What follows belongs to an exercise in optimizing a design on an open flow for small area and a short achievable clock period; a production flow would make more cautious choices.
No run shown here included a check of the RTL's function; only the layout flow was run.
Power and IR drop assume default switching activity.

## flow/design.v (module list and top-level ports; edited modules follow where they fit)
// module wallace_mult_24x24: 2730 lines
module wallace_mult_24x24 (
  input  logic        clk,
  input  logic        rst,
  input  logic        in_valid,
  input  logic [23:0] a,
  input  logic [23:0] b,
  output logic        out_valid,
  output logic [39:0] x,
  output logic [39:0] y,
  output logic [7:0]  z
);
  // ...
==> flow/run.sh <==
#!/bin/bash
# synth_recipe.tcl (not shown) runs the flow's synth.tcl, then flattens the netlist and writes it again
# the make line also repeats each setting of config.mk as NAME=value (left out here)
make -C /OpenROAD-flow-scripts/flow DESIGN_CONFIG=/design/flow/config.mk WORK_HOME=/design/flow/orfs CLKGATE_MAP_FILE= SYNTH_SCRIPT=/design/flow/synth_recipe.tcl finish
==> flow/config.mk <==
export PLATFORM = sky130hd
export DESIGN_NAME = wallace_mult_24x24
export DESIGN_NICKNAME = wallace_mult_24x24
export VERILOG_FILES = /design/flow/design.v
export SDC_FILE = /design/flow/constraint.sdc
export NUM_CORES = 4
export LEC_CHECK = 0
export CAP_MARGIN = 20
export CORE_MARGIN = 2
export CORE_UTILIZATION = 40
export SLEW_MARGIN = 20
==> flow/constraint.sdc <==
create_clock -name core_clock -period 4.0 [get_ports {clk}]
set_input_delay 0.8000 -clock core_clock [delete_from_list [all_inputs] [get_ports {clk}]]
set_output_delay 0.8000 -clock core_clock [all_outputs]
set_load 0.01 [all_outputs]
==> flow_metrics.py, run 1 <==
metrics = {
    "timing": {
        "fin_ws_ps": 1230,
        "fin_crit_ps": 2770,
    },
    "global_routing": {
        "grt_max_degree": 33,
        "busiest_layer": "met2",
    },
    "worst_setup_path": {
        "rr_endpoint": "r2_c27_5",
        "cpMostUsedCell": "fa_1",
        "worstRegToRegCells": 4,
        "path_cells": "a22oi_1 -> xnor2_1 -> fa_1 -> fa_1",
        "slowest_delay_ps": 1130,
        "cp-end-kind": "register",
    },
    "final_layout": {
        "insertedDiodeCount": 0,
        "nFlopsAndLatches": 463,
        "sh_seq_area_pct": 36.0,
        "postLayoutCoreUtil_pct": 45.9,
        "final_common_cell": "dfxtp_1",
        "dominant_cells": "multi-input gates",
        "largest_reg_flops": 24,
        "stdcell_area_um2": 25800,
    },
    "logic_synthesis": {
        "yosysMostFrequentCell": "dfxtp_1",
        "ys_top_cells_by_count": "dfxtp_1, xnor2_1, a22oi_1, fa_1, inv_1",
        "seq_area_frac_synth_pct": 41.0,
        "ys_seq_elements": 463,
    },
    "floorplanning": {
        "initial_utilization_pct": 40.3,
        "core-area_um2": 56200,
        "ios": 140,
    },
    "drt": {
        "drc": 0,
        "wire_per_inst_um": 19.9,
        "routed_via_density": 4.93,
        "vias": 13500,
    },
    "min_path": {
        "min_to": "r4_c3_0",
        "holdPathStages": 0,
    },
    "clock_tree": {
        "cts_tree": "built",
        "cts_root_buf": "clkbuf_16",
        "cts_resized": 0,
        "h-tree-depth": 2,
        "cts_buffers": 51,
        "clk_pin_slew_ps": 60,
    },
    "run_status": {
        "status": "complete, no violations",
    },
    "power": {
        "pwr-share-comb_pct": 34.8,
    },
}
==> run 2, diff against run 1 <==
--- a/flow/config.mk
+++ b/flow/config.mk
@@ -8,4 +8,5 @@
 export CAP_MARGIN = 20
 export CORE_MARGIN = 2
 export CORE_UTILIZATION = 40
+export SETUP_SLACK_MARGIN = 2.0
 export SLEW_MARGIN = 20
==> flow_metrics.py, run 2 <==
metrics = {
    "worst_setup_path": {
        "crit_slowest_cell": "fa_1",
        "cp_num_buf_inv": 2,
        "worstPathArrival_ps": 2510,
        "crit_required_ps": 4480,
        "path_cells": "fa_1 -> inv_1 -> fa_1 -> inv_1 -> fa_1",
        "slowest_delay_ps": 550,
        "critical_path.top_delay_family": "adder cells",
        "cp-end-kind": "register",
        "cp_max_fo": 1,
        "cpMostUsedCell": "fa_1",
        "startpoint_type": "register",
        "critPathKind": "reg -> reg",
    },
    "placed_design": {
        "gp_congestion": 0.863,
        "place_hpwl_mm": 37.9,
        "port_buffers": 137,
        "dp.cells": 2652,
        "place_worst_setup_slack_ps": 1310,
    },
    "final_layout": {
        "stdcell_count": 2834,
        "insertedDiodeCount": 0,
        "drive_gt1_share_pct": 17.4,
        "final_common_cell": "dfxtp_1",
        "final_cell_mix": "dfxtp_1, xnor2_1, a22oi_1",
        "fillers": 5030,
        "nets": 2389,
        "largest-register": "a_q",
        "postLayoutCoreUtil_pct": 48.9,
        "largest_reg_flops": 24,
        "area_growth_syn_to_layout_pct": 21.3,
    },
    "floorplanning": {
        "die_area_um2": 58500,
        "initial_utilization_pct": 40.3,
        "ios": 140,
        "placementRows": 87,
        "core-area_um2": 56200,
        "fp.dieW_um": 242,
        "die_h_um": 242,
    },
    "logic_synthesis": {
        "synth_xor_area_share_pct": 12.0,
        "synth_compound_area_share_pct": 9.42,
        "synth_area_leader_cell": "dfxtp_1",
        "async_flop_share_pct": 0,
        "synth_cell_type_count": 20,
        "seq_area_frac_synth_pct": 41.0,
        "syn-instance-count": 1931,
        "ys_top_cells_by_count": "dfxtp_1, xnor2_1, a22oi_1, fa_1, inv_1",
        "synth_fa_ha_area_share_pct": 25.3,
        "synth_top_family_by_area": "adder cells",
        "synthSimpleGateAreaFrac_pct": 1.73,
        "yosysMostFrequentCell": "dfxtp_1",
        "ys_seq_elements": 463,
        "synth_flop_cell": "dfxtp_1",
        "yosys.area.top_type_share_pct": 41.0,
        "ys_warn_count": 1,
        "synthMuxAreaShare_pct": 0.0498,
        "synth_area_leaders": "dfxtp_1, fa_1, xnor2_1",
        "netlist_area_um2": 22600,
        "avgSynthCellArea_um2": 11.7,
        "synth_edf_count": 0,
    },
    "timing": {
        "drv_slew": 0,
        "fin_ws_ps": 1960,
        "finalClockSkew_ps": 33.5,
        "timing.final.crit_share_pct": 50.9,
        "totalNegativeSetupSlack_ps": 0,
        "whs_ps": 322,
        "final-hold-violation-count": 0,
        "fmax_mhz": 491,
        "fin_crit_ps": 2040,
        "setup_violations": 0,
        "rsz0062_at_grt": "yes",
    },
    "clock_tree": {
        "cts.sinks": 463,
        "cts_buffers": 51,
        "cts_root_buf": "clkbuf_16",
        "h-tree-depth": 2,
        "clk_pin_slew_ps": 60,
        "clk-insertion-delay-late_ps": 620,
        "cts.path.max_buffers": 3,
        "cts_hold_buffers": 0,
        "cts_tree": "built",
    },
    "min_path": {
        "hold_class": "reg -> reg",
    },
    "drt": {
        "ant_nets": 0,
        "wl_mm": 59.2,
        "drc": 0,
        "drtPass1Iterations": 6,
        "routed_via_density": 5.04,
        "drt-initial-drc-count": 1366,
        "wire_per_inst_um": 20.9,
        "vias": 14300,
    },
    "flow_run": {
        "cap_violations": 0,
    },
    "power": {
        "power_density_nw_per_um2": 701,
        "vdd_drop_max_v": 0.000422,
        "leakage_nw": 11.5,
    },
    "global_routing": {
        "grt_max_degree": 31,
        "overflow": 0,
        "grt_pass1_vias": 15200,
        "grt_pass1_wl_mm": 86.8,
        "groute.usage.overall_pct": 19.1,
        "antenna_found_initial": 1,
    },
    "run_status": {
        "status": "complete, no violations",
    },
}
-- run 2: cell counts after synthesis --
Identical to the previous run, type by type.
-- run 2: final cells by class --
cell class | count | area, um^2 | share of cell area [%]
Inverter | 245 | 931 | 3.39
Tap cell | 756 | 946 | 3.45
Timing Repair Buffer | 298 | 3100 | 11.3
Clock inverter | 30 | 455 | 1.66
Multi-Input combinational cell | 978 | 11100 | 40.6
Sequential cell | 463 | 9470 | 34.5
Clock buffer | 64 | 1400 | 5.09
-- run 2: metrics by stage --
stage               area, um^2  power, mW
floorplan                22600       11.8
global placement         24100       14.3
detailed placement       24100       14.4
CTS                      26500       19.5
global route             27400       20.9
finish                   27400       19.3
-- run 2: final timing paths --
path         startpoint        to  slack, ps  depth (start not counted)
max            r2_c24_1  r3_c24_1       1960                          5
min             r2_c2_0   r3_c2_0        320                          0
max reg2reg    r2_c24_1  r3_c24_1       1960                          5
min reg2reg     r2_c2_0   r3_c2_0        320                          0
-- run 2: report_power, final --
group	internal (mW)	switching, mW	total (mW)	leakage (nW)
clock	3.14	1.97	5.11	0.896
combinational	3.13	3.58	6.71	6.64
sequential	6.59	0.837	7.43	3.92
total	12.9	6.39	19.3	11.5
-- run 2: what timing repair did --
item | CTS | global route
resized for setup | 267 | 102
pin swaps | 3 | 9
setup buffers | 28 | 57
setup endpoints to repair | 291 | 86
cloned | 0 | 3
-- run 2: logic make-up after synthesis --
logic type | count (synthesis)
multiplexers | 1
AO/OA/AOI/OAI | 287
AND/OR/NAND/NOR | 76
buffers and inverters | 491
other | 1
XOR/XNOR | 311
adder cells (fa/ha/maj) | 301
flip-flops | 463
-- run 2: layer usage --
layer  wire length [um]  up-vias  global-route usage, %
met5                 39        -                      0
met4               3090        2                   8.84
met3               5290      234                   4.12
met2              27700      791                   31.8
met1              23100     7064                   23.6
li1                   -     6206                      -

static timing again, ports no longer ideal:
The flow's constraints put no driver on any port. The routed layouts listed below were extracted and timed again, unchanged, in two steps.
Step 1 (the two cells are an assumption about what drives the block):
set clk [get_ports {clk}]
set_driving_cell -lib_cell sky130_fd_sc_hd__clkbuf_16 $clk
set_driving_cell -lib_cell sky130_fd_sc_hd__buf_2 [delete_from_list [all_inputs] $clk]
Step 2, shift: input delay + t, output delay - t, t = (earliest + latest rising clock arrival at the registers) / 2. This alone moves slack from input paths to output paths.
Three values: no drivers, after step 1, after step 2; two values: the first two.
run | t, ns | slack for setup (ns) | worst setup path after step 2 | slew at the worst register clock pin (ns) | worst slew at a driven data input, ns
run 1 | 0.649 | 1.234 / 1.234 / 1.234 | register to register | 0.07 / 0.07 | 0.06
run 2 | 0.666 | 1.963 / 1.963 / 1.963 | register to register | 0.07 / 0.07 | 0.05
After both steps every run listed still meets setup and hold.
